What follows belongs to an exercise in optimizing a design on an open flow for small area, a short achievable clock period and few clock cycles per item; a production flow would make more cautious choices.
Where RTL was checked, it was by simulation tests only, not by an equivalence proof against the original.
No functional check of the RTL was part of run 2.
No activity file was given, so power comes from the tool's default toggle rates.

--- config.mk ---
export PLATFORM = sky130hd
export DESIGN_NAME = line_sensor_calibrate_normalize_marker_unit
export DESIGN_NICKNAME = line_sensor_calibrate_normalize_marker_unit
export VERILOG_FILES = /design/flow/design.v
export SDC_FILE = /design/flow/constraint.sdc
export NUM_CORES = 4
export LEC_CHECK = 0
export ABC_CLOCK_PERIOD_IN_PS = 3000
export CAP_MARGIN = 20
export CORE_MARGIN = 2
export CORE_UTILIZATION = 50
export SLEW_MARGIN = 20
export TNS_END_PERCENT = 0
--- constraint.sdc ---
create_clock -name core_clock -period 9.0 [get_ports {clk}]
set_input_delay 1.8000 -clock core_clock [delete_from_list [all_inputs] [get_ports {clk}]]
set_output_delay 1.8000 -clock core_clock [all_outputs]
set_load 0.01 [all_outputs]
--- design.v ---
package lsn_pkg;
  localparam int CMD_W    = 2;
  localparam int IDX_W    = 4;
  localparam int SAMPLE_W = 12;
  localparam int LEVEL_W  = 10;
  localparam int COUNT_W  = 16;
  localparam int SAMPLE_MAX = 4095;
  localparam int FULL_SCALE = 1000;
  localparam int HALF_SCALE = FULL_SCALE / 2;
  localparam int NUM_W = SAMPLE_W + LEVEL_W;
  localparam int SENSOR_COUNT_DEF = 13;
  localparam int CFG_IDX_W  = 1;
  localparam int CFG_DATA_W = 12;
  localparam logic [SAMPLE_W-1:0] MIN_SPAN_RST  = SAMPLE_W'(100);
  localparam logic [LEVEL_W-1:0]  THRESHOLD_RST = LEVEL_W'(600);
  localparam logic [CMD_W-1:0] CMD_CALIBRATE  = 2'd0;
  localparam logic [CMD_W-1:0] CMD_MEASURE    = 2'd1;
  localparam logic [CMD_W-1:0] CMD_RESET_CAL  = 2'd2;
  localparam logic [CMD_W-1:0] CMD_RESET_MARK = 2'd3;
  localparam logic [1:0] LV_ZERO = 2'd0;
  localparam logic [1:0] LV_HALF = 2'd1;
  localparam logic [1:0] LV_FULL = 2'd2;
  localparam logic [1:0] LV_DIV  = 2'd3;
endpackage
import lsn_pkg::*;
module line_sensor_calibrate_normalize_marker_unit #(
  parameter int SENSOR_COUNT = lsn_pkg::SENSOR_COUNT_DEF
) (
  input  logic                          clk,
  input  logic                          rst,
  input  logic                          cfg_we,
  input  logic [lsn_pkg::CFG_IDX_W-1:0]  cfg_index,
  input  logic [lsn_pkg::CFG_DATA_W-1:0] cfg_data,
  input  logic                          in_valid,
  output logic                          in_ready,
  input  logic [lsn_pkg::CMD_W-1:0]     in_command,
  input  logic [lsn_pkg::IDX_W-1:0]     in_sensor_index,
  input  logic [lsn_pkg::SAMPLE_W-1:0]  in_raw_sample,
  output logic                          out_valid,
  input  logic                          out_ready,
  output logic [lsn_pkg::LEVEL_W-1:0]   out_normalized,
  output logic                          out_on_marker,
  output logic                          out_marker_edge,
  output logic [lsn_pkg::COUNT_W-1:0]   out_left_markers,
  output logic [lsn_pkg::COUNT_W-1:0]   out_right_markers
);
  localparam logic [4:0] REG_AFTER = 5'b11111;
  localparam bit REG_PRE = 1'b1;
  logic adv;         
  logic sk_v;        
  logic rdy;         
  assign adv      = !sk_v;
  assign in_ready = rdy;
  logic [SAMPLE_W-1:0] min_span;
  logic [LEVEL_W-1:0]  mark_level;
  always_ff @(posedge clk) begin
    if (rst) begin
      min_span   <= MIN_SPAN_RST;
      mark_level <= THRESHOLD_RST;
    end else if (cfg_we) begin
      if (cfg_index == 1'b0) min_span <= cfg_data[SAMPLE_W-1:0];
      else                   mark_level <= cfg_data[LEVEL_W-1:0];
    end
  end
  logic [SAMPLE_W-1:0] cal_max [SENSOR_COUNT];
  logic [SAMPLE_W-1:0] cal_min [SENSOR_COUNT];
  logic [SENSOR_COUNT-1:0] cal_set;
  logic                    s0_v;
  logic [CMD_W-1:0]        s0_cmd;
  logic [SENSOR_COUNT-1:0] s0_oh;
  logic [SAMPLE_W-1:0]     s0_s;
  logic [SAMPLE_W-1:0]     s0_hi, s0_lo;
  logic                    s0_set;
  logic [SENSOR_COUNT-1:0] in_oh;
  logic [SAMPLE_W-1:0]     rd_hi, rd_lo;
  logic                    rd_set;
  logic [SAMPLE_W-1:0]     nx_hi, nx_lo;
  logic                    wr_cal, rs_cal;
  logic                    upd_hi, upd_lo;
  logic                    same;
  always_comb begin
    for (int i = 0; i < SENSOR_COUNT; i++) in_oh[i] = (in_sensor_index == IDX_W'(i));
  end
  always_comb begin
    rd_hi  = '0;
    rd_lo  = '0;
    rd_set = 1'b0;
    for (int i = 0; i < SENSOR_COUNT; i++) begin
      rd_hi  = rd_hi  | (cal_max[i] & {SAMPLE_W{in_oh[i]}});
      rd_lo  = rd_lo  | (cal_min[i] & {SAMPLE_W{in_oh[i]}});
      rd_set = rd_set | (cal_set[i] & in_oh[i]);
    end
  end
  assign wr_cal = s0_v && (s0_cmd == CMD_CALIBRATE);
  assign rs_cal = s0_v && (s0_cmd == CMD_RESET_CAL);
  assign upd_hi = !s0_set || (s0_s > s0_hi);
  assign upd_lo = !s0_set || (s0_s < s0_lo);
  assign nx_hi  = upd_hi ? s0_s : s0_hi;
  assign nx_lo  = upd_lo ? s0_s : s0_lo;
  assign same   = |(in_oh & s0_oh);
  always_ff @(posedge clk) begin
    if (rst)      s0_v <= 1'b0;
    else if (adv) s0_v <= in_valid;
  end
  always_ff @(posedge clk) begin
    if (adv) begin
      s0_cmd <= in_command;
      s0_oh  <= in_oh;
      s0_s   <= in_raw_sample;
      if (wr_cal && same) begin
        s0_hi  <= nx_hi;
        s0_lo  <= nx_lo;
        s0_set <= 1'b1;
      end else begin
        s0_hi  <= rd_hi;
        s0_lo  <= rd_lo;
        s0_set <= rd_set && !rs_cal;
      end
    end
  end
  always_ff @(posedge clk) begin
    for (int i = 0; i < SENSOR_COUNT; i++) begin
      if (wr_cal && s0_oh[i] && upd_hi) cal_max[i] <= s0_s;
      if (wr_cal && s0_oh[i] && upd_lo) cal_min[i] <= s0_s;
    end
  end
  always_ff @(posedge clk) begin
    for (int i = 0; i < SENSOR_COUNT; i++) begin
      if (rst || rs_cal)            cal_set[i] <= 1'b0;
      else if (wr_cal && s0_oh[i])  cal_set[i] <= 1'b1;
    end
  end
  logic in_rng;
  logic [SAMPLE_W-1:0] hi, lo;
  logic set;
  assign in_rng = |s0_oh;
  assign hi     = s0_hi;
  assign lo     = s0_lo;
  assign set    = s0_set;
  logic                s1_v, s1_meas, s1_l, s1_r, s1_rm;
  logic                s1_set, s1_le, s1_ge;
  logic [SAMPLE_W-1:0] s1_d, s1_span;
  always_ff @(posedge clk) begin
    if (rst)      s1_v <= 1'b0;
    else if (adv) s1_v <= s0_v;
  end
  always_ff @(posedge clk) begin
    if (adv) begin
      s1_meas <= (s0_cmd == CMD_MEASURE) && in_rng;
      s1_l    <= (s0_cmd == CMD_MEASURE) && s0_oh[0];
      s1_r    <= (s0_cmd == CMD_MEASURE) && s0_oh[SENSOR_COUNT-1];
      s1_rm   <= (s0_cmd == CMD_RESET_MARK);
      s1_set  <= set;
      s1_le   <= s0_s <= lo;
      s1_ge   <= s0_s >= hi;
      s1_d    <= s0_s - lo;
      s1_span <= hi - lo;
    end
  end
  localparam int ST_W = 6 + SAMPLE_W + SAMPLE_W + (SAMPLE_W + 2) + LEVEL_W;
  localparam int NSTEP = LEVEL_W / 2;
  logic             narrow;
  logic [NUM_W-1:0] numer;
  logic [1:0]       mode;
  assign narrow = !s1_set || (s1_span == '0) || (s1_span < min_span);
  assign numer  = {s1_d, 10'd0} - {5'd0, s1_d, 5'd0} + {7'd0, s1_d, 3'd0};
  always_comb begin
    if (!s1_meas)    mode = LV_ZERO;
    else if (narrow) mode = LV_HALF;
    else if (s1_le)  mode = LV_ZERO;
    else if (s1_ge)  mode = LV_FULL;
    else             mode = LV_DIV;
  end
  logic [NSTEP:0][ST_W-1:0] st_in;
  logic [ST_W-1:0]          pre;
  assign pre = {s1_v, s1_l, s1_r, s1_rm, mode, numer[NUM_W-1:LEVEL_W], s1_span,
                (SAMPLE_W+2)'(s1_span) + {1'b0, s1_span, 1'b0}, numer[LEVEL_W-1:0]};
  if (REG_PRE) begin : g_pre
    logic            qv;
    logic [ST_W-2:0] qd;
    always_ff @(posedge clk) begin
      if (rst)      qv <= 1'b0;
      else if (adv) qv <= pre[ST_W-1];
    end
    always_ff @(posedge clk) begin
      if (adv) qd <= pre[ST_W-2:0];
    end
    assign st_in[0] = {qv, qd};
  end else begin : g_nopre
    assign st_in[0] = pre;
  end
  for (genvar i = 0; i < NSTEP - 1; i++) begin : g_step
    logic [5:0]          c;
    logic [SAMPLE_W-1:0] r_i, d_i;
    logic [SAMPLE_W+1:0] d3_i;
    logic [LEVEL_W-1:0]  n_i;
    logic [SAMPLE_W+1:0] t;
    logic [SAMPLE_W+2:0] t1, t2, t3;
    logic [1:0]          qb;
    logic [SAMPLE_W-1:0] r_o;
    logic [ST_W-1:0]     o;
    assign {c, r_i, d_i, d3_i, n_i} = st_in[i];
    assign t  = {r_i, n_i[LEVEL_W-1 -: 2]};
    assign t1 = {1'b0, t} - {3'b000, d_i};
    assign t2 = {1'b0, t} - {2'b00, d_i, 1'b0};
    assign t3 = {1'b0, t} - {1'b0, d3_i};
    always_comb begin
      if (!t3[SAMPLE_W+2]) begin
        qb  = 2'd3;
        r_o = t3[SAMPLE_W-1:0];
      end else if (!t2[SAMPLE_W+2]) begin
        qb  = 2'd2;
        r_o = t2[SAMPLE_W-1:0];
      end else if (!t1[SAMPLE_W+2]) begin
        qb  = 2'd1;
        r_o = t1[SAMPLE_W-1:0];
      end else begin
        qb  = 2'd0;
        r_o = t[SAMPLE_W-1:0];
      end
    end
    assign o = {c, r_o, d_i, d3_i, n_i[LEVEL_W-3:0], qb};
    if (REG_AFTER[i]) begin : g_reg
      logic            qv;
      logic [ST_W-2:0] qd;
      always_ff @(posedge clk) begin
        if (rst)      qv <= 1'b0;
        else if (adv) qv <= o[ST_W-1];
      end
      always_ff @(posedge clk) begin
        if (adv) qd <= o[ST_W-2:0];
      end
      assign st_in[i+1] = {qv, qd};
    end else begin : g_wire
      assign st_in[i+1] = o;
    end
  end
  logic [5:0]          fc;
  logic [SAMPLE_W-1:0] fr, fd;
  logic [SAMPLE_W+1:0] fd3;
  logic [LEVEL_W-1:0]  fn;
  logic [SAMPLE_W+1:0] ft;
  logic [SAMPLE_W+2:0] ft1, ft2, ft3;
  logic [1:0]          fqb;
  logic                f_gt;
  logic                f_on;
  assign {fc, fr, fd, fd3, fn} = st_in[NSTEP-1];
  assign ft  = {fr, fn[LEVEL_W-1 -: 2]};
  assign ft1 = {1'b0, ft} - {3'b000, fd};
  assign ft2 = {1'b0, ft} - {2'b00, fd, 1'b0};
  assign ft3 = {1'b0, ft} - {1'b0, fd3};
  always_comb begin
    if (!ft3[SAMPLE_W+2])      fqb = 2'd3;
    else if (!ft2[SAMPLE_W+2]) fqb = 2'd2;
    else if (!ft1[SAMPLE_W+2]) fqb = 2'd1;
    else                       fqb = 2'd0;
  end
  assign f_gt = (fn[LEVEL_W-3:0] > mark_level[LEVEL_W-1:2]) ||
                ((fn[LEVEL_W-3:0] == mark_level[LEVEL_W-1:2]) && (fqb > mark_level[1:0]));
  always_comb begin
    unique case (fc[1:0])
      LV_ZERO: f_on = 1'b0;
      LV_HALF: f_on = (mark_level < LEVEL_W'(HALF_SCALE));
      LV_FULL: f_on = (mark_level < LEVEL_W'(FULL_SCALE));
      default: f_on = f_gt;
    endcase
    f_on = f_on && (fc[4] || fc[3]);
  end
  logic               last_v, last_l, last_r, last_rm, last_on;
  logic [1:0]         last_mode;
  logic [LEVEL_W-1:0] last_q;
  logic [LEVEL_W-1:0] last_level;
  always_ff @(posedge clk) begin
    if (rst)      last_v <= 1'b0;
    else if (adv) last_v <= fc[5];
  end
  always_ff @(posedge clk) begin
    if (adv) begin
      {last_l, last_r, last_rm, last_mode} <= fc[4:0];
      last_on <= f_on;
      last_q  <= {fn[LEVEL_W-3:0], fqb};
    end
  end
  always_comb begin
    unique case (last_mode)
      LV_ZERO: last_level = '0;
      LV_HALF: last_level = LEVEL_W'(HALF_SCALE);
      LV_FULL: last_level = LEVEL_W'(FULL_SCALE);
      default: last_level = last_q;
    endcase
  end
  logic               sk_l, sk_r, sk_rm, sk_on;
  logic [LEVEL_W-1:0] sk_level;
  logic               o_free;
  logic               take_v, take_l, take_r, take_rm, take_on;
  logic [LEVEL_W-1:0] take_level;
  assign o_free = !out_valid || out_ready;
  always_comb begin
    if (sk_v) begin
      take_v     = 1'b1;
      take_l     = sk_l;
      take_r     = sk_r;
      take_rm    = sk_rm;
      take_on    = sk_on;
      take_level = sk_level;
    end else begin
      take_v     = last_v;
      take_l     = last_l;
      take_r     = last_r;
      take_rm    = last_rm;
      take_on    = last_on;
      take_level = last_level;
    end
  end
  logic sk_v_nx;
  always_comb begin
    sk_v_nx = sk_v;
    if (sk_v) begin
      if (o_free) sk_v_nx = 1'b0;
    end else if (last_v && !o_free) begin
      sk_v_nx = 1'b1;
    end
  end
  always_ff @(posedge clk) begin
    if (rst) begin
      sk_v <= 1'b0;
      rdy  <= 1'b1;
    end else begin
      sk_v <= sk_v_nx;
      rdy  <= !sk_v_nx;
    end
  end
  always_ff @(posedge clk) begin
    if (!sk_v) begin
      sk_l     <= last_l;
      sk_r     <= last_r;
      sk_rm    <= last_rm;
      sk_on    <= last_on;
      sk_level <= last_level;
    end
  end
  logic               on;
  logic               l_prev, r_prev;
  logic [COUNT_W-1:0] l_cnt, r_cnt;
  logic               res_on, res_edge;
  logic [LEVEL_W-1:0] res_level;
  logic               res_v;
  logic               commit;
  assign commit = o_free && take_v;
  assign on     = take_on;
  always_ff @(posedge clk) begin
    if (rst) begin
      res_v <= 1'b0;
    end else if (o_free) begin
      res_v <= take_v;
    end
  end
  always_ff @(posedge clk) begin
    if (commit) begin
      res_level <= take_level;
      res_on    <= on;
      res_edge  <= on && ((take_l && !l_prev) || (take_r && !r_prev));
    end
  end
  always_ff @(posedge clk) begin
    if (rst) begin
      l_prev <= 1'b0;
      r_prev <= 1'b0;
      l_cnt  <= '0;
      r_cnt  <= '0;
    end else if (commit) begin
      if (take_rm) begin
        l_prev <= 1'b0;
        r_prev <= 1'b0;
        l_cnt  <= '0;
        r_cnt  <= '0;
      end else if (take_l) begin
        l_prev <= on;
        if (on && !l_prev) l_cnt <= l_cnt + 1'b1;
      end else if (take_r) begin
        r_prev <= on;
        if (on && !r_prev) r_cnt <= r_cnt + 1'b1;
      end
    end
  end
  assign out_valid         = res_v;
  assign out_normalized    = res_level;
  assign out_on_marker     = res_on;
  assign out_marker_edge   = res_edge;
  assign out_left_markers  = l_cnt;
  assign out_right_markers = r_cnt;
endmodule
--- flow/run.sh ---
#!/bin/bash
# Standard ORFS layout; the only change is a larger setup repair margin so that
# timing repair keeps working below the 9 ns constraint (the clock period and
# all constraints are the standard flow's own). Full tool output goes to flow_make.log here;
# ORFS keeps per-step logs under orfs/logs.
set -euo pipefail
bash standard.sh SETUP_SLACK_MARGIN=6.2 finish > flow_make.log 2>&1
--- standard.sh ---
#!/bin/bash
# synth_recipe.tcl (not shown) runs the flow's synth.tcl, then flattens the netlist and writes it again
# the make line also repeats each setting of config.mk as NAME=value (left out here)
make -C /OpenROAD-flow-scripts/flow DESIGN_CONFIG=/design/flow/config.mk WORK_HOME=/design/flow/orfs CLKGATE_MAP_FILE= SYNTH_SCRIPT=/design/flow/synth_recipe.tcl "${@:-finish}"
==> results of run 1 <==
## through the flow
| step | cells | hold WS, ns | utilization [%] |
|---|---|---|---|
| final | 4284 | 0.414 | 57.3 |
| after global routing | 4284 | 0.417 | 57.3 |
| after CTS | 4271 | 0.415 | 57.0 |
| after detailed placement | 4115 | 0.405 | 53.1 |
| after global placement | 4115 | 0.402 | 53.1 |
| after floorplan | 3099 | 0.400 | - |
## worst min path at each step
| stage | from | endpoint | slack [ns] | cells after the start |
|---|---|---|---|---|
| floorplan | s1_rm | g_pre.qd[50] | 0.40 | 0 |
| global placement | g_step[2].g_reg.qd[48] | g_step[3].g_reg.qd[48] | 0.40 | 0 |
| detailed placement | g_pre.qd[52] | g_step[0].g_reg.qd[52] | 0.40 | 0 |
| CTS | g_step[0].g_reg.qd[52] | g_step[1].g_reg.qd[52] | 0.41 | 0 |
| global route | g_step[0].g_reg.qd[52] | g_step[1].g_reg.qd[52] | 0.42 | 0 |
| finish | g_step[2].g_reg.qd[52] | g_step[3].g_reg.qd[52] | 0.41 | 0 |
## worst max-delay path, delay by kind of cell
family	cells	cell delay, ns
buf+inv	5	1.01
simple gates	5	0.70
compound gates	2	0.25
## layout by cell type, fill, tap and decap left out, types with 25 or more instances in the layout
cell	instances
a22o_1	26
clkdlybuf4s50_1	57
dfxtp_1	87
a222oi_1	25
mux2i_1	39
xor2_1	62
ha_1	284
nor2b_1	45
nand3_1	44
a221oi_1	49
edfxtp_1	669
nor2_1	176
a41oi_1	26
buf_4	42
o21a_1	72
nor3_1	54
o21ai_1	28
clkbuf_16	82
a22oi_1	64
nand2b_1	35
or3_1	28
a21o_1	36
o21ai_0	92
xnor2_1	89
nand2_1	182
inv_1	255
a21oi_1	159
## flip-flops by register name, indices dropped and copies added, names as in the netlist, 13 cells and up
register / count
s0_oh: 13
g_step.g_reg.qd: 197
cal_set: 13
r_cnt: 16
g_pre.qd: 49
cal_min: 156
cal_max: 156
l_cnt: 16
## power groups by stage
stage	combinational (mW)	sequential, mW	clock (mW)
after floorplan	6.25	5.22	0
final	8.04	5.47	3.30
after global routing	9.05	5.55	3.51
after detailed placement	7.77	5.54	0
after CTS	7.91	5.47	3.37
after global placement	7.56	5.53	0
## repair_timing
action / CTS / global route
resized for setup: 119 / 23
endpoints found under the setup margin: 785 / 819
gates cloned: 0 / 5
buffers inserted: 6 / 8
pin swaps: 7 / 13
## logic make-up after synthesis
logic type	share of synthesized area, %
AOI/OAI and AO/OA	14.4
adders and majority gates	10.4
xor gates and xnor gates	3.46
and+or+nand+nor	9.42
DFF	57.6
muxes	1.23
buffers and inverters	3.49
## layer usage
metal / up-vias / part of all wire [%] / wire [um] / global-route usage (%)
met5: - / 0.028 / 26 / 0
met2: 839 / 47 / 43100 / 38.2
met1: 12400 / 44 / 40700 / 32.4
met4: 4 / 2.5 / 2340 / 7.61
li1: 12000 / - / - / -
met3: 153 / 6.7 / 6210 / 3.50
## cell type report
| cell class | instances | share of cell area, % |
|---|---|---|
| Timing Repair Buffer | 132 | 2.91 |
| Multi-Input combinational cell | 2004 | 35.1 |
| Tap cell | 978 | 2.82 |
| Timing Repair inverter | 1 | 0.0115 |
| Clock inverter | 48 | 1.22 |
| Inverter | 256 | 2.23 |
| Clock buffer | 102 | 4.95 |
| Sequential cell | 763 | 50.7 |
==> flow_summary.yaml, run 1 <==
status:
  status: "complete, no violations"
logic_synthesis:
  synth_common_cells: "669 x edfxtp_1, 285 x ha_1, 256 x inv_1, 184 x nand2_1, 183 x nor2_1"
  synth-seq-cells: 763
  ys.flop_type: "edfxtp_1"
  synth_top_area_share_pct: 52.6
  async_flop_share_pct: 0
  netlist.top_cell.by_area: "edfxtp_1"
  yosysUniqueCellTypes: 92
  synth_nets: 3440
  avgSynthCellArea_sq_um: 12.3
  synth-edff-count: 669
  seq_area_frac_synth_pct: 57.6
  synthTopCellsByArea: "edfxtp_1 53%, ha_1 9.3%, dfxtp_1 4.9%"
  syn_inst: 3099
  netlist_area_sq_um: 38200
  ys.warnings.count: 3
  synth.most_common_cell: "edfxtp_1"
worst_setup_path:
  cp_slowest_stage_delay_ns: 0.38
  endpoint_kind: "flip-flop"
  cp.required_ns: 9.41
  critPathMaxFanout: 26
  r2r_end: "last_on"
  cp_data_arrival_time_ns: 3.79
  reg2regPathDepth: 15
  timing.rr.start: "g_step[3].g_reg.qd[36]"
  cpMaxStageDelayCell: "buf_4"
  endpoint: "s0_lo[9]"
  critPathLaunch: "in_sensor_index[3]"
  critPathKind: "in -> reg"
  startpoint_type: "input pin"
  ff2ff_setup_slack_ns: 5.69
  path_cells: "buf_6 > nand2b_4 > buf_4 > nor2_2 > buf_4 > a22oi_1 > nand3_1 > o21ai_4 > buf_12 > nor2_1 > nor2_4 > buf_12"
global_route:
  grt_max_degree: 183
  antenna_found_initial: 3
  grt_use_total_pct: 23.5
  grt_first_pass_wirelength_um: 143000
  grt.overflow.total: 0
  grt_pass1_vias: 25700
timing:
  period_share_pct: 37.5
  max_freq_ghz: 0.296
  finalSetupTns_ns: 0
  setup_violations: 0
  min_period_ns: 3.37
  tightest_slew_ns: 1.10
  hold_viol_final: 0
  clock_skew_ns: 0.0418
  rsz0062_at_grt: "yes"
  slew_headroom_pct: 26.9
  slew_violations: 0
  setup_slack_ns: 5.63
run:
  drv_cap: 0
power:
  clock_power_share_pct: 19.6
  switching_share_pct: 38.8
  pwr-share-comb_pct: 47.8
  finalPower_mw: 16.8
  p_leak_nw: 17.0
  seqPwrFrac_pct: 32.5
  ir_worst_vdd_mv: 0.181
  p_per_area_nw_per_um2: 388
  p_switching_mw: 6.52
  internal-power_mw: 10.3
finish:
  multiInputGateArea_sq_um: 15200
  layout-drive-gt1-share_pct: 9.44
  fin_nets: 3580
  syn_to_final_growth_pct: 13.6
  seq_area_sq_um: 22000
  design_area_sq_um: 43300
  antennaDiodeCount: 0
  fillCellCount: 6126
drt:
  vias_per_cell: 5.92
  post_drt_wl_per_cell_um: 21.6
  final_antenna_net_count: 0
  drc: 0
  firstDrtPassIters: 6
  vias: 25300
  wl_um: 92400
  drt_iter0_drc: 2412
die:
  die-area_sq_um: 78600
  die_y_um: 280
  initial_core_util_pct: 50.4
  coreArea_sq_um: 75700
  dieWidth_um: 280
  rows: 101
  io_pins: 82
placement:
  placed_cell_area_sq_um: 40200
  dp_worst_setup_slack_ns: 3.24
  io_buffers: 81
  routabilityCongestion: 0.913
  hpwl_um: 64600
clock_tree:
  cts_tree: "done"
  htree_levels: 3
  numCtsBuffers: 81
  ctsHoldBuffers: 0
  path_clk_slew_ns: 0.06
  clockBufferDepth: 3
  clock_sinks: 763
  clock-root-buffer: "clkbuf_16"
  worstSkewPairLatency_ns: 0.65
hold_path:
  min_path_type: "reg -> reg"
Testbench counts, summed over its fixed seeds: cycles 4,648, items 4,576.
==> run 2, diff against run 1 <==
--- a/design.v
+++ b/design.v
@@ -70,2 +70,4 @@
   logic [SENSOR_COUNT-1:0] s0_oh;
+  logic [IDX_W-1:0]        s0_idx;
+  logic                    s0_rng;
   logic [SAMPLE_W-1:0]     s0_s;
@@ -99,3 +101,3 @@
   assign nx_lo  = upd_lo ? s0_s : s0_lo;
-  assign same   = |(in_oh & s0_oh);
+  assign same   = s0_rng && (in_sensor_index == s0_idx);
   always_ff @(posedge clk) begin
@@ -108,2 +110,4 @@
       s0_oh  <= in_oh;
+      s0_idx <= in_sensor_index;
+      s0_rng <= in_sensor_index < IDX_W'(SENSOR_COUNT);
       s0_s   <= in_raw_sample;
@@ -244,3 +248,2 @@
   logic [1:0]          fqb;
-  logic                f_gt;
   logic                f_on;
@@ -257,13 +260,25 @@
   end
-  assign f_gt = (fn[LEVEL_W-3:0] > mark_level[LEVEL_W-1:2]) ||
-                ((fn[LEVEL_W-3:0] == mark_level[LEVEL_W-1:2]) && (fqb > mark_level[1:0]));
+  logic f_side, f_hgt, f_heq, f_lgt, f_early, f_late;
+  assign f_side = fc[4] || fc[3];
+  assign f_hgt  = fn[LEVEL_W-3:0] > mark_level[LEVEL_W-1:2];
+  assign f_heq  = fn[LEVEL_W-3:0] == mark_level[LEVEL_W-1:2];
+  always_comb begin
+    unique case (mark_level[1:0])
+      2'd0: f_lgt = !ft1[SAMPLE_W+2];
+      2'd1: f_lgt = !ft2[SAMPLE_W+2];
+      2'd2: f_lgt = !ft3[SAMPLE_W+2];
+      default: f_lgt = 1'b0;
+    endcase
+  end
   always_comb begin
     unique case (fc[1:0])
-      LV_ZERO: f_on = 1'b0;
-      LV_HALF: f_on = (mark_level < LEVEL_W'(HALF_SCALE));
-      LV_FULL: f_on = (mark_level < LEVEL_W'(FULL_SCALE));
-      default: f_on = f_gt;
+      LV_ZERO: f_early = 1'b0;
+      LV_HALF: f_early = (mark_level < LEVEL_W'(HALF_SCALE));
+      LV_FULL: f_early = (mark_level < LEVEL_W'(FULL_SCALE));
+      default: f_early = f_hgt;
     endcase
-    f_on = f_on && (fc[4] || fc[3]);
+    f_early = f_early && f_side;
+    f_late  = f_side && (fc[1:0] == LV_DIV) && f_heq;
   end
+  assign f_on = f_early || (f_late && f_lgt);
   logic               last_v, last_l, last_r, last_rm, last_on;
==> run 2 against run 1 <==
Against the previous run:
- maximum frequency grew 7.6%
- sequential power is essentially flat
- global-route usage grew 2.2 points
- design area grew 2.8%
- clock skew grew 0.016 ns
- critical path depth grew 1
- power grew 4.0%
- synthesized area grew 0.32%
- clock power grew 6.4%
- core utilization grew 1.5 points
- highest routed layer unchanged
==> flow_summary.yaml, run 2 <==
power:
  p_per_area_nw_per_um2: 392
  ir_worst_vdd_mv: 0.203
  p_leak_nw: 17.5
clock_tree:
  path_clk_slew_ns: 0.06
  clock-root-buffer: "clkbuf_16"
  numCtsBuffers: 84
  cts_tree: "done"
  worstSkewPairLatency_ns: 0.67
  clockBufferDepth: 3
  ctsHoldBuffers: 0
  htree_levels: 3
  clock_sinks: 768
hold_path:
  hp-start: "g_step[0].g_reg.qd[0]"
  whs_path_depth: 0
  min_path_type: "reg -> reg"
drt:
  drt_iter0_drc: 2382
  vias_per_cell: 5.94
  vias: 26400
  post_drt_wl_per_cell_um: 22.6
  drc: 0
  wl_um: 100000
  firstDrtPassIters: 7
  final_antenna_net_count: 0
worst_setup_path:
  timing.rr.start: "g_pre.qd[25]"
  critPathKind: "reg -> reg"
  endpoint_kind: "flip-flop"
  cp.required_ns: 9.41
  startpoint_type: "flip-flop"
  cp_data_arrival_time_ns: 3.54
  critPathMaxFanout: 3
  critPathLaunch: "g_pre.qd[25]"
  reg2regPathDepth: 13
logic_synthesis:
  syn_inst: 3172
  seq_area_frac_synth_pct: 57.8
  ys.warnings.count: 3
  synth_nets: 3511
  netlist_area_sq_um: 38300
  synth_common_cells: "674 x edfxtp_1, 283 x ha_1, 258 x inv_1, 216 x nor2_1, 192 x nand2_1"
  synth.most_common_cell: "edfxtp_1"
  ys.flop_type: "edfxtp_1"
  synth-edff-count: 674
  yosysUniqueCellTypes: 81
  avgSynthCellArea_sq_um: 12.1
  synth_top_area_share_pct: 52.9
  netlist.top_cell.by_area: "edfxtp_1"
  synthTopCellsByArea: "edfxtp_1 53%, ha_1 9.2%, dfxtp_1 4.9%"
  synth-seq-cells: 768
  async_flop_share_pct: 0
finish:
  largest_reg_flops: 197
  fillCellCount: 5972
  syn_to_final_growth_pct: 16.3
  regMostFlops: "g_step.g_reg.qd"
  mostFrequentLayoutCells: "674 x edfxtp_1, 279 x ha_1, 255 x inv_1"
  fin_nets: 3732
  layout_commonest_cell: "edfxtp_1"
  design_area_sq_um: 44500
  layout-drive-gt1-share_pct: 14.1
  largestRegisters: "g_step.g_reg.qd (197), cal_max (156), cal_min (156)"
timing:
  min_period_ns: 3.14
  slew_violations: 0
  tightest_slew_ns: 1.05
  setup_violations: 0
  max_freq_ghz: 0.319
  clock_skew_ns: 0.0582
  finalSetupTns_ns: 0
  slew_headroom_pct: 29.3
  setup_slack_ns: 5.86
  rsz0062_at_grt: "yes"
  period_share_pct: 34.9
  hold_viol_final: 0
status:
  status: "complete, no violations"
global_route:
  antenna_found_initial: 2
  grt_first_pass_wirelength_um: 155000
  grt_pass1_vias: 26600
  grt.overflow.total: 0
  grt_use_total_pct: 25.7
  grt_max_degree: 190
placement:
  io_buffers: 81
  hpwl_um: 66700
  routabilityCongestion: 0.922
  dp_worst_setup_slack_ns: 4.21
  placed_cell_area_sq_um: 40400
die:
  dieWidth_um: 281
  die_y_um: 281
  coreArea_sq_um: 75800
  die-area_sq_um: 78800
  rows: 101
  initial_core_util_pct: 50.5
  io_pins: 82
run:
  drv_cap: 0
[run 2: cell types whose count changed in the layout (fill, tap and decap cells not counted), moves of 27 or more]
cell             change
buf_4               +63
a22oi_1             +37
buf_2               +37
and3_1              +34
nor2_1              +30
clkdlybuf4s50_1     -27
o21a_1              -27
[run 2: final timing paths]
check	to	slack (ns)
worst max-delay path	g_step[0].g_reg.qd[39]	5.86
worst min-delay path	g_step[1].g_reg.qd[2]	0.39
worst max register to register	g_step[0].g_reg.qd[39]	5.86
worst min register to register	g_step[1].g_reg.qd[2]	0.39
[run 2: logic make-up (layout without fill, tap and decap cells)]
group	after synthesis	after routing	share of synthesized area [%]
adder cells (fa/ha/maj)	303	303	10.3
multiplexers	50	50	1.35
AND/OR/NAND/NOR	824	830	10.6
AO/OA/AOI/OAI	748	748	13.4
other	0	1	0
XOR/XNOR	146	146	3.34
flip-flops	768	768	57.8
buffers and inverters	333	618	3.30
[run 2: power breakdown]
| group | leakage (nW) | internal (mW) | total (mW) | switching, mW |
|---|---|---|---|---|
| sequential | 7.46 | 4.88 | 5.48 | 0.606 |
| combinational | 8.66 | 3.81 | 8.49 | 4.68 |
| clock | 1.36 | 2.07 | 3.51 | 1.44 |
[run 2: critical path, stage by stage, from the launching register on]
cell	delay, ns
edfxtp_1	0.52
buf_6	0.18
buf_6	0.11
fa_2	0.35
nor2b_2	0.14
o31a_1	0.22
o211ai_1	0.17
a21boi_2	0.25
o21ai_4	0.10
buf_4	0.14
buf_4	0.12
a21oi_1	0.19
a21oi_1	0.06
a211oi_1	0.34
[run 2: cell type report]
cell class,count,area (sq um),area share (%)
Sequential cell,768,22200,49.8
Multi-Input combinational cell,2077,15600,35.0
Clock buffer,108,2240,5.04
Timing Repair Buffer,204,1740,3.91
Tap cell,978,1220,2.75
Inverter,258,972,2.18
Clock inverter,48,602,1.35
Antenna cell,1,2.50,0.00562
[run 2: what timing repair did]
| action | in CTS | in global routing |
|---|---|---|
| setup buffers | 77 | 12 |
| gates cloned | 8 | 0 |
| setup endpoints to repair | 659 | 646 |
| resized for setup | 370 | 26 |
| pin swaps | 34 | 16 |
[run 2: metrics by stage]
| step | power (mW) | util (%) | hold WS, ns | std cells |
|---|---|---|---|---|
| 2_1_floorplan | 11.2 | - | 0.400 | 3172 |
| 3_3_place_gp | 13.0 | 53.3 | 0.401 | 4188 |
| 3_5_place_dp | 13.3 | 53.3 | 0.405 | 4188 |
| 4_1_cts | 17.3 | 58.5 | 0.391 | 4429 |
| 5_1_grt | 18.7 | 58.7 | 0.407 | 4441 |
| 6_report | 17.5 | 58.7 | 0.391 | 4442 |
[run 2: per-layer routing]
| metal | up-vias | GRT usage, % | part of all wire, % | wire length [um] |
|---|---|---|---|---|
| met3 | 170 | 4.58 | 7.7 | 7700 |
| met2 | 924 | 41.5 | 46 | 46400 |
| li1 | 12400 | - | - | - |
| met4 | 2 | 7.60 | 2.6 | 2600 |
| met5 | - | 0 | 0.011 | 11 |
| met1 | 12900 | 35.5 | 43 | 43600 |
==> run 3, diff against run 2 <==
--- a/design.v
+++ b/design.v
@@ -69,4 +69,4 @@
   logic [CMD_W-1:0]        s0_cmd;
-  logic [SENSOR_COUNT-1:0] s0_oh;
   logic [IDX_W-1:0]        s0_idx;
+  logic [SENSOR_COUNT-1:0] s0_oh;
   logic                    s0_rng;
@@ -102,2 +102,5 @@
   assign same   = s0_rng && (in_sensor_index == s0_idx);
+  always_comb begin
+    for (int i = 0; i < SENSOR_COUNT; i++) s0_oh[i] = (s0_idx == IDX_W'(i));
+  end
   always_ff @(posedge clk) begin
@@ -109,3 +112,2 @@
       s0_cmd <= in_command;
-      s0_oh  <= in_oh;
       s0_idx <= in_sensor_index;
@@ -139,3 +141,3 @@
   logic set;
-  assign in_rng = |s0_oh;
+  assign in_rng = s0_rng;
   assign hi     = s0_hi;
--- a/flow/run.sh
+++ b/flow/run.sh
@@ -6,2 +6,2 @@
 set -euo pipefail
-bash standard.sh SETUP_SLACK_MARGIN=6.2 finish > flow_make.log 2>&1
+bash standard.sh SETUP_SLACK_MARGIN=6.0 finish > flow_make.log 2>&1
--- a/config.mk
+++ b/config.mk
@@ -11,3 +11,4 @@
 export CORE_UTILIZATION = 50
+export CTS_BUF_LIST = sky130_fd_sc_hd__clkbuf_8
 export SLEW_MARGIN = 20
-export TNS_END_PERCENT = 0
+export TNS_END_PERCENT = 20
==> run 3 against run 2 <==
Against the previous run:
- still clean on timing, DRC and antenna
- synthesized cell count is 1.6% lower
- sequential power fell by 1%
- worst setup slack got worse by 0.064 ns
- clock power decreased by 19%
- combinational power up 0.5%
- global-route usage down 0.77 points
- largest cell class unchanged
- highest routed layer is now met4
==> flow_summary.yaml, run 3 <==
status:
  status: "complete, no violations"
die:
  io_pins: 82
  die_y_um: 279
  initial_core_util_pct: 50.6
  rows: 100
  coreArea_sq_um: 74600
  die-area_sq_um: 77700
  dieWidth_um: 279
clock_tree:
  numCtsBuffers: 119
  htree_levels: 3
  ctsHoldBuffers: 0
  worstSkewPairLatency_ns: 0.78
  clockBufferDepth: 3
  clock_sinks: 755
  clock-root-buffer: "clkbuf_8"
  path_clk_slew_ns: 0.06
  cts_tree: "done"
drt:
  firstDrtPassIters: 7
  wl_um: 99000
  drt_iter0_drc: 2616
  vias_per_cell: 5.87
  post_drt_wl_per_cell_um: 22.1
  vias: 26300
  drc: 0
  final_antenna_net_count: 0
finish:
  mostFrequentLayoutCells: "661 x edfxtp_1, 277 x inv_1, 276 x ha_1"
  largest_reg_flops: 197
  fin_nets: 3745
  largestRegisters: "g_step.g_reg.qd (197), cal_max (156), cal_min (156)"
  layout-drive-gt1-share_pct: 15.5
  syn_to_final_growth_pct: 16.7
  fillCellCount: 5989
  layout_commonest_cell: "edfxtp_1"
  regMostFlops: "g_step.g_reg.qd"
  design_area_sq_um: 44100
worst_setup_path:
  cp_data_arrival_time_ns: 1.40
  cpMaxStageDelayCell: "dfxtp_1"
  path_buf_inv: 1
  critPathKind: "reg -> out"
  path_cells: "clkdlybuf4s15_2"
  startpoint_type: "flip-flop"
  cp.required_ns: 7.20
  critical_path.top_delay_family: "flip-flops"
  reg2regPathDepth: 11
  endpoint_kind: "primary output"
  cp_slowest_stage_delay_ns: 0.39
  crit_cells: 1
  critPathMaxFanout: 2
logic_synthesis:
  yosysUniqueCellTypes: 83
  avgSynthCellArea_sq_um: 12.1
  synth_nets: 3459
  async_flop_share_pct: 0
  seq_area_frac_synth_pct: 57.6
  synth-edff-count: 661
  netlist.top_cell.by_area: "edfxtp_1"
  synth.most_common_cell: "edfxtp_1"
  synth_common_cells: "661 x edfxtp_1, 283 x ha_1, 252 x inv_1, 230 x nor2_1, 193 x nand2_1"
  netlist_area_sq_um: 37700
  ys.flop_type: "edfxtp_1"
  synthTopCellsByArea: "edfxtp_1 53%, ha_1 9.4%, dfxtp_1 5.0%"
  syn_inst: 3120
  ys.warnings.count: 3
  synth_top_area_share_pct: 52.6
  synth-seq-cells: 755
power:
  p_per_area_nw_per_um2: 381
  ir_worst_vdd_mv: 0.208
  p_leak_nw: 17.2
global_route:
  antenna_found_initial: 2
  grt.overflow.total: 0
  grt_pass1_vias: 26100
  grt_first_pass_wirelength_um: 150000
  grt_max_degree: 165
  grt_use_total_pct: 24.9
placement:
  io_buffers: 81
  hpwl_um: 64500
  placed_cell_area_sq_um: 39900
  dp_worst_setup_slack_ns: 4.50
  routabilityCongestion: 0.903
timing:
  tightest_slew_ns: 1.01
  period_share_pct: 35.6
  finalSetupTns_ns: 0
  setup_violations: 0
  slew_headroom_pct: 32.2
  hold_viol_final: 0
  clock_skew_ns: 0.0442
  min_period_ns: 3.20
  rsz0062_at_grt: "yes"
  slew_violations: 0
  setup_slack_ns: 5.80
  max_freq_ghz: 0.312
hold_path:
  min_path_type: "reg -> reg"
  whs_path_depth: 0
run:
  drv_cap: 0
-- run 3: final timing paths --
check	slack [ns]	to	start
worst min register to register	0.41	g_step[2].g_reg.qd[5]	g_step[1].g_reg.qd[3]
worst max register to register	5.89	g_step[0].g_reg.qd[39]	g_pre.qd[24]
worst min-delay path	0.41	g_step[2].g_reg.qd[5]	g_step[1].g_reg.qd[3]
worst max-delay path	5.80	out_valid	res_v
-- run 3: layer usage --
metal	up-vias	part of all wire [%]	global-route usage [%]
li1	12300	-	-
met3	216	7.3	3.93
met1	12700	43	34.9
met2	1040	46	39.9
met5	-	0	0
met4	0	2.9	7.69
-- run 3: layout make-up --
| cell class | count | area (sq um) | share of cell area (%) |
|---|---|---|---|
| Antenna cell | 2 | 5.00 | 0.0114 |
| Clock buffer | 120 | 1650 | 3.75 |
| Clock inverter | 99 | 666 | 1.51 |
| Inverter | 252 | 953 | 2.16 |
| Multi-Input combinational cell | 2049 | 15600 | 35.4 |
| Sequential cell | 755 | 21800 | 49.5 |
| Tap cell | 969 | 1210 | 2.75 |
| Timing Repair Buffer | 228 | 2170 | 4.93 |
| Timing Repair inverter | 1 | 5.00 | 0.0114 |
-- run 3: metrics by stage --
stage / utilization [%] / std cells / hold slack [ns] / power (mW)
floorplan: - / 3120 / 0.400 / 11.2
finish: 59.1 / 4475 / 0.405 / 16.8
CTS: 57.6 / 4412 / 0.396 / 16.1
global placement: 53.5 / 4140 / 0.405 / 12.8
detailed placement: 53.5 / 4140 / 0.405 / 13.0
global route: 59.1 / 4474 / 0.413 / 18.1
-- run 3: cells by family (layout without fill, tap and decap cells) --
logic type	after synthesis	after routing	synth area share, %
AND/OR/NAND/NOR	763	769	9.73
AO/OA/AOI/OAI	762	764	13.8
adder cells (fa/ha/maj)	303	303	10.4
flip-flops	755	755	57.6
XOR/XNOR	158	158	3.67
multiplexers	55	55	1.52
other	0	2	0
buffers and inverters	324	700	3.32
-- run 3: timing repair --
action                                  CTS  global route
endpoints found under the setup margin  577           746
pin swaps                                20            35
gates cloned                              8             8
buffers inserted                         45            53
gates resized for setup                 280            99
-- run 3: power by group --
part | internal (mW) | leakage, nW | switching, mW | total (mW)
combinational | 3.93 | 8.61 | 4.60 | 8.53
clock | 1.44 | 1.29 | 1.39 | 2.83
sequential | 4.81 | 7.31 | 0.605 | 5.42
total | 10.2 | 17.2 | 6.60 | 16.8
Testbench counts of run 3, summed over its fixed seeds: cycles 4,648, items 4,576.
==> run 4, diff against run 3 <==
--- a/flow/run.sh
+++ b/flow/run.sh
@@ -6,2 +6,2 @@
 set -euo pipefail
-bash standard.sh SETUP_SLACK_MARGIN=6.0 finish > flow_make.log 2>&1
+bash standard.sh SETUP_SLACK_MARGIN=5.9 finish > flow_make.log 2>&1
--- a/config.mk
+++ b/config.mk
@@ -13,2 +13,2 @@
 export SLEW_MARGIN = 20
-export TNS_END_PERCENT = 20
+export TNS_END_PERCENT = 100
==> run 4 against run 3 <==
Against the previous run:
- worst setup slack better by 0.096 ns
- critical path depth stayed put
- final cell count is 0.63% higher
- sequential power hardly changed
- synthesized cell count stayed put
- non-clock buffer count is 14 higher
- critical path type unchanged
- combinational power is 0.7% higher
==> flow_summary.yaml, run 4 <==
status:
  status: "complete, no violations"
logic_synthesis:
  ys.warnings.count: 3
  yosysUniqueCellTypes: 83
  synthTopCellsByArea: "edfxtp_1 53%, ha_1 9.4%, dfxtp_1 5.0%"
  synth_top_area_share_pct: 52.6
  synthSimpleGateAreaFrac_pct: 9.73
  synth_nets: 3459
  synth.most_common_cell: "edfxtp_1"
  synth_common_cells: "661 x edfxtp_1, 283 x ha_1, 252 x inv_1, 230 x nor2_1, 193 x nand2_1"
  seq_area_frac_synth_pct: 57.6
  synth-seq-cells: 755
  synth-edff-count: 661
  synth_fa_ha_area_share_pct: 10.4
  synth_compound_area_share_pct: 13.8
  ys.flop_type: "edfxtp_1"
  netlist_area_sq_um: 37700
  avgSynthCellArea_sq_um: 12.1
  syn_inst: 3120
  netlist.top_cell.by_area: "edfxtp_1"
  async_flop_share_pct: 0
  synth_mux_area_share_pct: 1.52
  synth-xor-area-share_pct: 3.67
  synth_top_family_by_area: "compound AO/OA/AOI/OAI gates"
placement:
  io_buffers: 81
  placed_cell_area_sq_um: 40100
  routabilityCongestion: 0.873
  hpwl_um: 64000
drt:
  firstDrtPassIters: 8
  vias: 26400
  vias_per_cell: 5.86
  post_drt_wl_per_cell_um: 21.9
  drc: 0
  drt_iter0_drc: 2697
  wl_um: 98500
  final_antenna_net_count: 0
power:
  ir_worst_vdd_mv: 0.251
  p_leak_nw: 17.5
  finalPower_mw: 17.0
  p_per_area_nw_per_um2: 380
clock_tree:
  clock_sinks: 755
  htree_levels: 4
  clock-root-buffer: "clkbuf_8"
  clockBufferDepth: 3
  cts_tree: "done"
  numCtsBuffers: 130
  worstSkewPairLatency_ns: 0.80
  path_clk_slew_ns: 0.06
timing:
  tightest_slew_ns: 1.06
  slew_violations: 0
  min_period_ns: 3.11
  finalSetupTns_ns: 0
  clock_skew_ns: 0.0600
  period_share_pct: 34.5
  slew_headroom_pct: 29.5
  rsz0062_at_grt: "yes"
  hold_viol_final: 0
  setup_violations: 0
  max_freq_ghz: 0.322
global_route:
  grt_pass1_vias: 26500
  grt_use_total_pct: 25.1
  antenna_found_initial: 1
  grt.overflow.total: 0
  grt_first_pass_wirelength_um: 150000
  grt_max_degree: 184
die:
  io_pins: 82
  die_y_um: 279
  coreArea_sq_um: 74600
  rows: 100
  initial_core_util_pct: 50.6
  dieWidth_um: 279
  die-area_sq_um: 77700
worst_setup_path:
  path_cells: "buf_2"
  critical_path.top_delay_family: "flip-flops"
  path_buf_inv: 1
  cp_data_arrival_time_ns: 1.31
  cpMaxStageDelayCell: "edfxtp_1"
  endpoint_kind: "primary output"
  cp.required_ns: 7.20
  critPathKind: "reg -> out"
  startpoint_type: "flip-flop"
  cp_slowest_stage_delay_ns: 0.37
  critPathMaxFanout: 1
run:
  drv_cap: 0
finish:
  regMostFlops: "g_step.g_reg.qd"
  mostFrequentLayoutCells: "661 x edfxtp_1, 290 x inv_1, 279 x ha_1"
  layout-drive-gt1-share_pct: 16.7
  layout_commonest_cell: "edfxtp_1"
  largestRegisters: "g_step.g_reg.qd (197), cal_max (156), cal_min (156)"
  largest_reg_flops: 197
  fin_nets: 3770
  design_area_sq_um: 44600
  syn_to_final_growth_pct: 18.1
hold_path:
  min_path_type: "reg -> reg"
-- run 4: cell count changes in the layout (fill, tap and decap cells not counted), moves of 11 or more --
cell / before / now
buf_2: 30 / 19
buf_6: 10 / 48
clkbuf_8: 120 / 132
clkdlybuf4s15_2: 21 / 1
clkinv_1: 38 / 27
inv_1: 277 / 290
nor2_1: 205 / 192
nor2_4: 30 / 43
-- run 4: kinds of logic (layout without fill, tap and decap cells) --
family	after synthesis	in the layout
compound gates	762	763
xor+xnor	158	158
fa+ha+maj	303	303
buf+inv	324	727
flops	755	755
mux	55	55
other cells	0	2
simple gates	763	771
-- run 4: routing by layer --
metal | wire [um] | track usage [%]
met5 | 0 | 0
met3 | 7700 | 4.18
met1 | 42800 | 35.1
met2 | 45200 | 39.8
met4 | 2920 | 9.11
-- run 4: power breakdown --
part | leakage (nW) | switching (mW) | internal [mW] | total, mW
combinational | 8.82 | 4.69 | 3.90 | 8.59
sequential | 7.31 | 0.609 | 4.81 | 5.42
clock | 1.40 | 1.44 | 1.51 | 2.95
-- run 4: what timing repair did --
item | in CTS | in global routing
pin swaps | 34 | 34
buffers inserted | 87 | 41
setup endpoints to repair | 491 | 417
cloned | 8 | 3
hold buffers | 0 | 0
resized for setup | 350 | 69
-- run 4: final timing paths --
kind,from,to,slack [ns],cells past startpoint
worst max-delay path,res_level[4],out_normalized[4],5.89,1
worst min-delay path,g_step[1].g_reg.qd[2],g_step[2].g_reg.qd[4],0.40,0
worst max register to register,g_pre.qd[24],g_step[0].g_reg.qd[40],5.94,13
worst min register to register,g_step[1].g_reg.qd[2],g_step[2].g_reg.qd[4],0.40,0
-- run 4: per-stage QoR --
| step | std cells | hold WS (ns) | utilization, % | setup slack, ns |
|---|---|---|---|---|
| final | 4503 | 0.401 | 59.8 | 5.89 |
| after global routing | 4503 | 0.415 | 59.8 | 5.81 |
| after CTS | 4457 | 0.394 | 58.8 | 5.82 |
| after detailed placement | 4129 | 0.405 | 53.8 | 4.42 |
| after global placement | 4129 | 0.403 | 53.8 | 4.52 |
| after floorplan | 3120 | 0.400 | - | 3.19 |
-- run 4: layout make-up --
class,instances,area [sq um]
antenna,2,5.00
clock buffer,132,1820
clock inverter,101,631
fill,5920,30000
inverter,252,950
multi-input combinational,2050,15800
sequential,755,21800
tap,969,1210
timing repair buffer,242,2380
==> run 5, diff against run 4 <==
--- a/flow/run.sh
+++ b/flow/run.sh
@@ -6,2 +6,2 @@
 set -euo pipefail
-bash standard.sh SETUP_SLACK_MARGIN=5.9 finish > flow_make.log 2>&1
+bash standard.sh SETUP_SLACK_MARGIN=6.0 MATCH_CELL_FOOTPRINT=0 finish > flow_make.log 2>&1
--- a/config.mk
+++ b/config.mk
@@ -13,2 +13,2 @@
 export SLEW_MARGIN = 20
-export TNS_END_PERCENT = 100
+export TNS_END_PERCENT = 20
==> run 5 against run 4 <==
Against the previous run:
- synthesized cell count stayed put
- design area is 0.63% lower
- critical endpoint is now out_right_markers[8]
- sequential power hardly changed
- worst setup slack worse by 0.049 ns
- flip-flop and latch count stayed put
- combinational power is 2% higher
- first-iteration DRC count is 3.8% lower
==> flow_summary.yaml, run 5 <==
clock_tree:
  cts_tree: "done"
  clock_sinks: 755
  clock-root-buffer: "clkbuf_8"
  htree_levels: 4
  path_clk_slew_ns: 0.06
  clockBufferDepth: 3
  numCtsBuffers: 130
  worstSkewPairLatency_ns: 0.81
  ctsHoldBuffers: 0
run:
  drv_cap: 0
die:
  die_y_um: 279
  coreArea_sq_um: 74600
  initial_core_util_pct: 50.6
  io_pins: 82
  dieWidth_um: 279
  die-area_sq_um: 77700
  rows: 100
finish:
  layout-drive-gt1-share_pct: 15.6
  largestRegisters: "g_step.g_reg.qd (197), cal_max (156), cal_min (156)"
  largest_reg_flops: 197
  mostFrequentLayoutCells: "661 x edfxtp_1, 289 x inv_1, 274 x ha_1"
  design_area_sq_um: 44300
  multiInputGateArea_sq_um: 15600
  fin_nets: 3766
  regMostFlops: "g_step.g_reg.qd"
  fillCellCount: 6021
  seq_area_sq_um: 21800
  layout_commonest_cell: "edfxtp_1"
  syn_to_final_growth_pct: 17.4
worst_setup_path:
  path_cells: "dlymetal6s2s_1"
  cp_data_arrival_time_ns: 1.35
  cp.required_ns: 7.20
  timing.rr.start: "g_pre.qd[24]"
  critPathKind: "reg -> out"
  cpMaxStageDelayCell: "dfxtp_2"
  crit_cells: 1
  critical_path.top_delay_family: "flip-flops"
  endpoint_kind: "primary output"
  cp_slowest_stage_delay_ns: 0.37
  critPathLaunch: "r_cnt[8]"
  reg2regPathDepth: 11
  path_buf_inv: 1
  startpoint_type: "flip-flop"
  critPathMaxFanout: 5
global_route:
  grt_pass1_vias: 25800
  grt_max_degree: 155
  grt_first_pass_wirelength_um: 146000
  grt_use_total_pct: 24.3
  grt.overflow.total: 0
  antenna_found_initial: 1
power:
  p_per_area_nw_per_um2: 386
  p_leak_nw: 17.7
  ir_worst_vdd_mv: 0.175
  finalPower_mw: 17.1
logic_synthesis:
  yosysUniqueCellTypes: 83
  ys.warnings.count: 3
  synth-seq-cells: 755
  synth_common_cells: "661 x edfxtp_1, 283 x ha_1, 252 x inv_1, 230 x nor2_1, 193 x nand2_1"
  synth_nets: 3459
  syn_inst: 3120
  synth.most_common_cell: "edfxtp_1"
  synthTopCellsByArea: "edfxtp_1 53%, ha_1 9.4%, dfxtp_1 5.0%"
  synth_top_area_share_pct: 52.6
  async_flop_share_pct: 0
  synth-edff-count: 661
  netlist_area_sq_um: 37700
  ys.flop_type: "edfxtp_1"
  avgSynthCellArea_sq_um: 12.1
  seq_area_frac_synth_pct: 57.6
  netlist.top_cell.by_area: "edfxtp_1"
drt:
  drt_iter0_drc: 2595
  final_antenna_net_count: 0
  post_drt_wl_per_cell_um: 21.6
  vias_per_cell: 5.85
  drc: 0
  firstDrtPassIters: 6
  wl_um: 97200
  vias: 26300
timing:
  rsz0062_at_grt: "yes"
  max_freq_ghz: 0.317
  min_period_ns: 3.15
  tightest_slew_ns: 0.963
  finalSetupTns_ns: 0
  slew_headroom_pct: 35.3
  setup_violations: 0
  period_share_pct: 35.0
  slew_violations: 0
  hold_viol_final: 0
  hold-worst-slack_ns: 0.414
  clock_skew_ns: 0.0345
placement:
  placed_cell_area_sq_um: 40000
  hpwl_um: 64300
  io_buffers: 81
  routabilityCongestion: 0.867
hold_path:
  min_path_type: "reg -> reg"
  hp-start: "g_step[1].g_reg.qd[50]"
  whs_path_depth: 0
status:
  status: "complete, no violations"
-- run 5: cell count changes in the layout (fill, tap and decap cells not counted), sizes merged --
cell / previous run / this run
nor2b: 63 / 62
dlymetal6s2s: 0 / 20
diode: 2 / 1
clkdlybuf4s15: 1 / 0
clkinv: 43 / 37
buf: 210 / 167
bufinv: 4 / 2
and2: 8 / 7
clkinvlp: 4 / 3
a31oi: 34 / 36
clkbuf: 132 / 158
inv: 302 / 308
nor2: 237 / 232
-- run 5: power breakdown --
group / internal, mW / switching, mW
logic: 4.01 / 4.73
registers: 4.81 / 0.596
clock network: 1.48 / 1.45
total: 10.3 / 6.79
-- run 5: what timing repair did --
| item | in CTS | in global routing |
|---|---|---|
| buffers inserted | 26 | 72 |
| resized for setup | 132 | 192 |
| setup endpoints to repair | 453 | 595 |
| pin swaps | 10 | 49 |
| gates cloned | 1 | 15 |
-- run 5: final timing paths --
path | to | slack, ns
worst max-delay path | out_right_markers[8] | 5.85
worst min-delay path | g_step[2].g_reg.qd[50] | 0.41
worst max register to register | g_step[0].g_reg.qd[39] | 5.85
worst min register to register | g_step[2].g_reg.qd[50] | 0.41
-- run 5: through the flow --
stage / worst slack, ns / util (%) / cells
2_1_floorplan: 3.22 / - / 3120
3_3_place_gp: 4.13 / 53.6 / 4150
3_5_place_dp: 4.11 / 53.6 / 4150
4_1_cts: 5.71 / 57.7 / 4408
5_1_grt: 5.74 / 59.4 / 4496
6_report: 5.85 / 59.4 / 4496
-- run 5: layout make-up --
| class | count | share of cell area, % |
|---|---|---|
| sequential | 755 | 49.2 |
| multi-input combinational | 2045 | 35.3 |
| timing repair buffer | 242 | 5.17 |
| clock buffer | 134 | 4.16 |
| tap | 969 | 2.74 |
| inverter | 252 | 2.14 |
| clock inverter | 97 | 1.34 |
| timing repair inverter | 1 | 0.0113 |
| antenna | 1 | 0.00565 |
-- run 5: metal layers --
| metal | GRT usage [%] | wire length (um) |
|---|---|---|
| met5 | 0 | 0 |
| met4 | 8.27 | 2560 |
| met3 | 4.74 | 6980 |
| met2 | 38.6 | 45300 |
| met1 | 33.4 | 42400 |
-- run 5: cell families (layout without fill, tap and decap cells) --
logic type                 Yosys count  count (layout)  share of synthesized area (%)
and+or+nand+nor                    763             764                           9.73
DFF                                755             755                           57.6
other                                0               1                              0
buffers and inverters              324             726                           3.32
adders and majority gates          303             303                           10.4
xor gates and xnor gates           158             158                           3.67
muxes                               55              55                           1.52
AOI/OAI and AO/OA                  762             765                           13.8
==> run 6, diff against run 5 <==
--- a/flow/run.sh
+++ b/flow/run.sh
@@ -6,2 +6,2 @@
 set -euo pipefail
-bash standard.sh SETUP_SLACK_MARGIN=6.0 MATCH_CELL_FOOTPRINT=0 finish > flow_make.log 2>&1
+bash standard.sh SETUP_SLACK_MARGIN=5.9 MATCH_CELL_FOOTPRINT=0 finish > flow_make.log 2>&1
--- a/config.mk
+++ b/config.mk
@@ -12,3 +12,4 @@
 export CTS_BUF_LIST = sky130_fd_sc_hd__clkbuf_8
+export PLACE_DENSITY = 0.7
 export SLEW_MARGIN = 20
-export TNS_END_PERCENT = 20
+export TNS_END_PERCENT = 100
==> run 6 against run 5 <==
Against the previous run:
- largest cell class unchanged
- clock power down 6%
- register-to-register slack improved by 0.12 ns
- worst setup slack improved by 0.077 ns
- global-route usage is 0.68 points lower
- largest power group unchanged
- synthesized cell count stayed put
- clock skew increased by 0.022 ns
- via count grew 0.40%
- maximum frequency up 2.5%
- critical path type is now in -> reg
- wire length down 2.5%
- first-iteration DRC count increased by 8.9%
==> flow_summary.yaml, run 6 <==
finish:
  mostFrequentLayoutCells: "661 x edfxtp_1, 292 x inv_1, 279 x ha_1"
  fillCellCount: 5782
  syn_to_final_growth_pct: 16.0
  layout-drive-gt1-share_pct: 15.2
  fin_nets: 3742
  regMostFlops: "g_step.g_reg.qd"
  layout_commonest_cell: "edfxtp_1"
  largestRegisters: "g_step.g_reg.qd (197), cal_max (156), cal_min (156)"
  largest_reg_flops: 197
placement:
  routabilityCongestion: 0.904
  hpwl_um: 61900
  io_buffers: 81
logic_synthesis:
  synth-seq-cells: 755
  synth_common_cells: "661 x edfxtp_1, 283 x ha_1, 252 x inv_1, 230 x nor2_1, 193 x nand2_1"
  synth_compound_area_share_pct: 13.8
  netlist.top_cell.by_area: "edfxtp_1"
  synthTopCellsByArea: "edfxtp_1 53%, ha_1 9.4%, dfxtp_1 5.0%"
  synth_top_family_by_area: "compound AO/OA/AOI/OAI gates"
  synth-edff-count: 661
  syn_inst: 3120
  avgSynthCellArea_sq_um: 12.1
  async_flop_share_pct: 0
  synth-xor-area-share_pct: 3.67
  synthSimpleGateAreaFrac_pct: 9.73
  synth_top_area_share_pct: 52.6
  yosysUniqueCellTypes: 83
  synth_nets: 3459
  synth_mux_area_share_pct: 1.52
  synth.most_common_cell: "edfxtp_1"
  ys.warnings.count: 3
  seq_area_frac_synth_pct: 57.6
  ys.flop_type: "edfxtp_1"
  synth_fa_ha_area_share_pct: 10.4
  netlist_area_sq_um: 37700
global_route:
  antenna_found_initial: 3
  grt_max_degree: 218
  grt_first_pass_wirelength_um: 143000
  grt_use_total_pct: 23.6
  grt_pass1_vias: 25900
  grt.overflow.total: 0
drt:
  final_antenna_net_count: 0
  post_drt_wl_per_cell_um: 21.2
  wl_um: 94800
  drt_iter0_drc: 2826
  vias: 26400
  firstDrtPassIters: 8
  drc: 0
  vias_per_cell: 5.90
clock_tree:
  clock-root-buffer: "clkbuf_8"
  cts_tree: "done"
  worstSkewPairLatency_ns: 0.80
  path_clk_slew_ns: 0.07
  htree_levels: 3
  clock_sinks: 755
  ctsHoldBuffers: 0
  clockBufferDepth: 3
  numCtsBuffers: 117
hold_path:
  min_path_type: "reg -> reg"
  whs_path_depth: 0
  hp-start: "g_step[2].g_reg.qd[52]"
worst_setup_path:
  endpoint: "s0_lo[0]"
  ff2ff_setup_slack_ns: 5.97
  timing.rr.start: "s0_cmd[1]"
  r2r_end: "cal_max[11][8]"
  cp.required_ns: 9.48
  critPathLaunch: "in_sensor_index[0]"
  critPathMaxFanout: 25
  cp_data_arrival_time_ns: 3.56
  critPathKind: "in -> reg"
  endpoint_kind: "flip-flop"
  startpoint_type: "input pin"
  reg2regPathDepth: 5
power:
  p_per_area_nw_per_um2: 372
  ir_worst_vdd_mv: 0.201
  finalPower_mw: 16.3
  p_leak_nw: 17.2
timing:
  setup_violations: 0
  slew_headroom_pct: 24.9
  min_period_ns: 3.08
  max_freq_ghz: 0.325
  hold_viol_final: 0
  slew_violations: 0
  period_share_pct: 34.2
  finalSetupTns_ns: 0
  clock_skew_ns: 0.0569
  rsz0062_at_grt: "yes"
  tightest_slew_ns: 1.13
die:
  rows: 100
  io_pins: 82
  initial_core_util_pct: 50.6
  die_y_um: 279
  dieWidth_um: 279
  die-area_sq_um: 77700
  coreArea_sq_um: 74600
run:
  drv_cap: 0
status:
  status: "complete, no violations"
==> run 6: cell type report <==
class / instances / area (sq um) / share of cell area [%]
inverters: 252 / 953 / 2.18
well taps: 969 / 1210 / 2.77
repair buffers: 229 / 2040 / 4.66
multi-input cells: 2047 / 15500 / 35.3
clock buffers: 119 / 1640 / 3.74
flip-flops and latches: 755 / 21800 / 49.8
clock inverters: 103 / 651 / 1.49
repair inverters: 1 / 5.00 / 0.0114
diodes: 2 / 5.00 / 0.0114
==> run 6: cell families after synthesis <==
kind of cell    Yosys count
compound gates          762
xor+xnor                158
fa+ha+maj               303
buf+inv                 324
flops                   755
mux                      55
simple gates            763
==> run 6: worst min-delay path by stage <==
stage          slack [ns]                      to
2_1_floorplan        0.40            g_pre.qd[50]
3_3_place_gp         0.40  g_step[3].g_reg.qd[49]
3_5_place_dp         0.40   g_step[1].g_reg.qd[8]
4_1_cts              0.41  g_step[3].g_reg.qd[52]
5_1_grt              0.42  g_step[0].g_reg.qd[49]
6_report             0.41  g_step[3].g_reg.qd[52]
==> run 6: worst max-delay path, stage by stage <==
cell and delay, ns:
buf_2 0.29, nand2b_4 0.29, nor3_4 0.04, buf_4 0.28
a222oi_1 0.45, nand3_1 0.14, nor2_1 0.13, a31oi_1 0.12
==> run 6: power breakdown <==
part	internal (mW)	switching [mW]
Combinational	3.70	4.45
Sequential	4.81	0.577
Clock	1.38	1.38
Total	9.88	6.40
==> run 6: per-stage QoR <==
stage	cell area, sq um	setup WS (ns)	hold WS, ns	cells	utilization (%)
floorplan	38300	3.22	0.400	3120	-
global placement	40200	4.34	0.402	4138	53.8
detailed placement	40200	4.24	0.405	4138	53.8
CTS	43200	5.87	0.414	4427	57.9
global route	43800	5.85	0.425	4476	58.7
finish	43800	5.92	0.412	4477	58.7
==> run 6: per-layer routing <==
metal | share of wire [%] | up-vias | GRT usage, %
li1 | - | 12300 | -
met1 | 40 | 12600 | 30.9
met2 | 46 | 1249 | 38.5
met3 | 9.9 | 214 | 4.94
met4 | 3.5 | 0 | 9.22
met5 | 0 | - | 0
==> run 6: repair_timing <==
item | CTS | global route
resized for setup | 210 | 57
setup endpoints to repair | 555 | 441
hold endpoints to repair | 0 | 0
pin swaps | 22 | 18
cloned | 5 | 7
buffers inserted | 62 | 41
==> run 7, diff against run 6 <==
--- a/config.mk
+++ b/config.mk
@@ -11,3 +11,5 @@
 export CORE_UTILIZATION = 50
-export CTS_BUF_LIST = sky130_fd_sc_hd__clkbuf_8
+export CTS_BUF_LIST = sky130_fd_sc_hd__clkbuf_16
+export CTS_CLUSTER_DIAMETER = 100
+export CTS_CLUSTER_SIZE = 24
 export PLACE_DENSITY = 0.7
==> run 7 against run 6 <==
Against the previous run:
- wire length is 1.6% lower
- first-iteration DRC count is 7.6% lower
- die area is the same
- non-clock buffer count shrank 20
- final cell count shrank 4.1%
- via count fell by 1.9%
- critical endpoint unchanged
- largest power group unchanged
- sequential share of layout area grew 1.1 points
- maximum frequency down 0.72%
- power is 5.9% lower
- still clean on timing, DRC and antenna
- combinational power decreased by 0.6%
- design area down 2.3%
==> flow_summary.yaml, run 7 <==
timing:
  tightest_slew_ns: 1.12
  hold_viol_final: 0
  finalSetupTns_ns: 0
worst_setup_path:
  cpMaxStageDelayCell: "a222oi_1"
  critPathKind: "in -> reg"
  path_buf_inv: 2
  cp_data_arrival_time_ns: 3.44
  reg2regPathDepth: 10
  cp.required_ns: 9.34
logic_synthesis:
  synth_fa_ha_area_share_pct: 10.4
  synth_nets: 3459
  yosysUniqueCellTypes: 83
  synth_mux_area_share_pct: 1.52
  seq_area_frac_synth_pct: 57.6
  avgSynthCellArea_sq_um: 12.1
  ys.warnings.count: 3
  synth_top_family_by_area: "compound AO/OA/AOI/OAI gates"
  ys.flop_type: "edfxtp_1"
  synthTopCellsByArea: "edfxtp_1 53%, ha_1 9.4%, dfxtp_1 5.0%"
finish:
  mostFrequentLayoutCells: "661 x edfxtp_1, 278 x ha_1, 263 x inv_1"
  layout_commonest_cell: "edfxtp_1"
  largestRegisters: "g_step.g_reg.qd (197), cal_max (156), cal_min (156)"
  fillCellCount: 5814
  fin_cells: 4293
  antennaDiodeCount: 0
power:
  switching_share_pct: 39.8
  finalPower_mw: 15.3
  clock_power_share_pct: 12.1
  pwr-share-comb_pct: 52.9
clock_tree:
  clock_sinks: 755
  clock-root-buffer: "clkbuf_16"
  numCtsBuffers: 37
placement:
  dp.cells: 4138
  placed_cell_area_sq_um: 40200
  io_buffers: 81
  dp_worst_setup_slack_ns: 4.24
drt:
  vias: 25900
  final_antenna_net_count: 0
  vias_per_cell: 6.03
  drc: 0
die:
  coreArea_sq_um: 74600
  die_y_um: 279
  io_pins: 82
status:
  status: "complete, no violations"
hold_path:
  whs_path_depth: 0
  hp-start: "g_step[1].g_reg.qd[1]"
global_route:
  antenna_found_initial: 2
  grt.overflow.total: 0
  grt_max_degree: 218
[run 7: cell families (layout without fill, tap and decap cells)]
logic type / Yosys count / count (layout)
adder cells (fa/ha/maj): 303 / 303
multiplexers: 55 / 55
XOR/XNOR: 158 / 158
buffers and inverters: 324 / 521
flip-flops: 755 / 755
AND/OR/NAND/NOR: 763 / 769
AO/OA/AOI/OAI: 762 / 763
[run 7: worst max path at each step]
stage | start | endpoint | cells past startpoint
after floorplan | sk_v | g_pre.qd[11] | 4
after global placement | in_sensor_index[0] | s0_hi[3] | 8
after detailed placement | in_sensor_index[0] | s0_hi[3] | 8
after CTS | g_step[0].g_reg.qd[25] | g_step[1].g_reg.qd[36] | 9
after global routing | g_step[0].g_reg.qd[8] | g_step[1].g_reg.qd[45] | 12
final | in_sensor_index[0] | s0_lo[0] | 8
[run 7: area by class of cell]
cell class,instances,share of cell area (%)
well taps,969,2.83
clock inverters,22,0.342
clock buffers,37,2.16
repair buffers,209,5.21
flip-flops and latches,755,50.9
inverters,252,2.23
multi-input cells,2048,36.4
repair inverters,1,0.0117
[run 7: routing by layer]
metal | track usage, % | vias to the layer above | share of wire [%]
li1 | - | 12000 | -
met1 | 31.4 | 12600 | 41
met2 | 38.4 | 1084 | 47
met3 | 3.97 | 221 | 8.8
met4 | 7.80 | 2 | 3.7
met5 | 0 | - | 0.014
[run 7: power groups by stage]
stage | logic (mW) | clock network (mW) | registers [mW]
6_report | 8.10 | 1.85 | 5.38
5_1_grt | 9.02 | 2.00 | 5.45
4_1_cts | 7.77 | 1.89 | 5.38
3_5_place_dp | 7.49 | 0 | 5.47
2_1_floorplan | 6.04 | 0 | 5.16
3_3_place_gp | 7.22 | 0 | 5.46
[run 7: worst reg2reg max path, stage by stage (launching register included)]
cell	delay, ns
edfxtp_1	0.50
ha_1	0.38
nor2b_1	0.16
o31a_1	0.27
o31a_1	0.30
nor3_2	0.16
o21bai_1	0.15
a31oi_2	0.34
buf_6	0.20
o21ai_0	0.10
o22a_1	0.23
[run 7: timing repair]
item,in CTS,in global routing
pin swaps,30,18
hold buffers,0,0
resized for setup,123,59
setup endpoints to repair,557,397
setup buffers,51,32
cloned,8,5

Setup slack of run 7, layout unchanged: 5.901 ns with ideal ports, 5.923 ns with driving cells assumed (clock clkbuf_16, inputs buf_2), 5.272 ns with port delays also shifted by the 0.669 ns mid clock arrival.
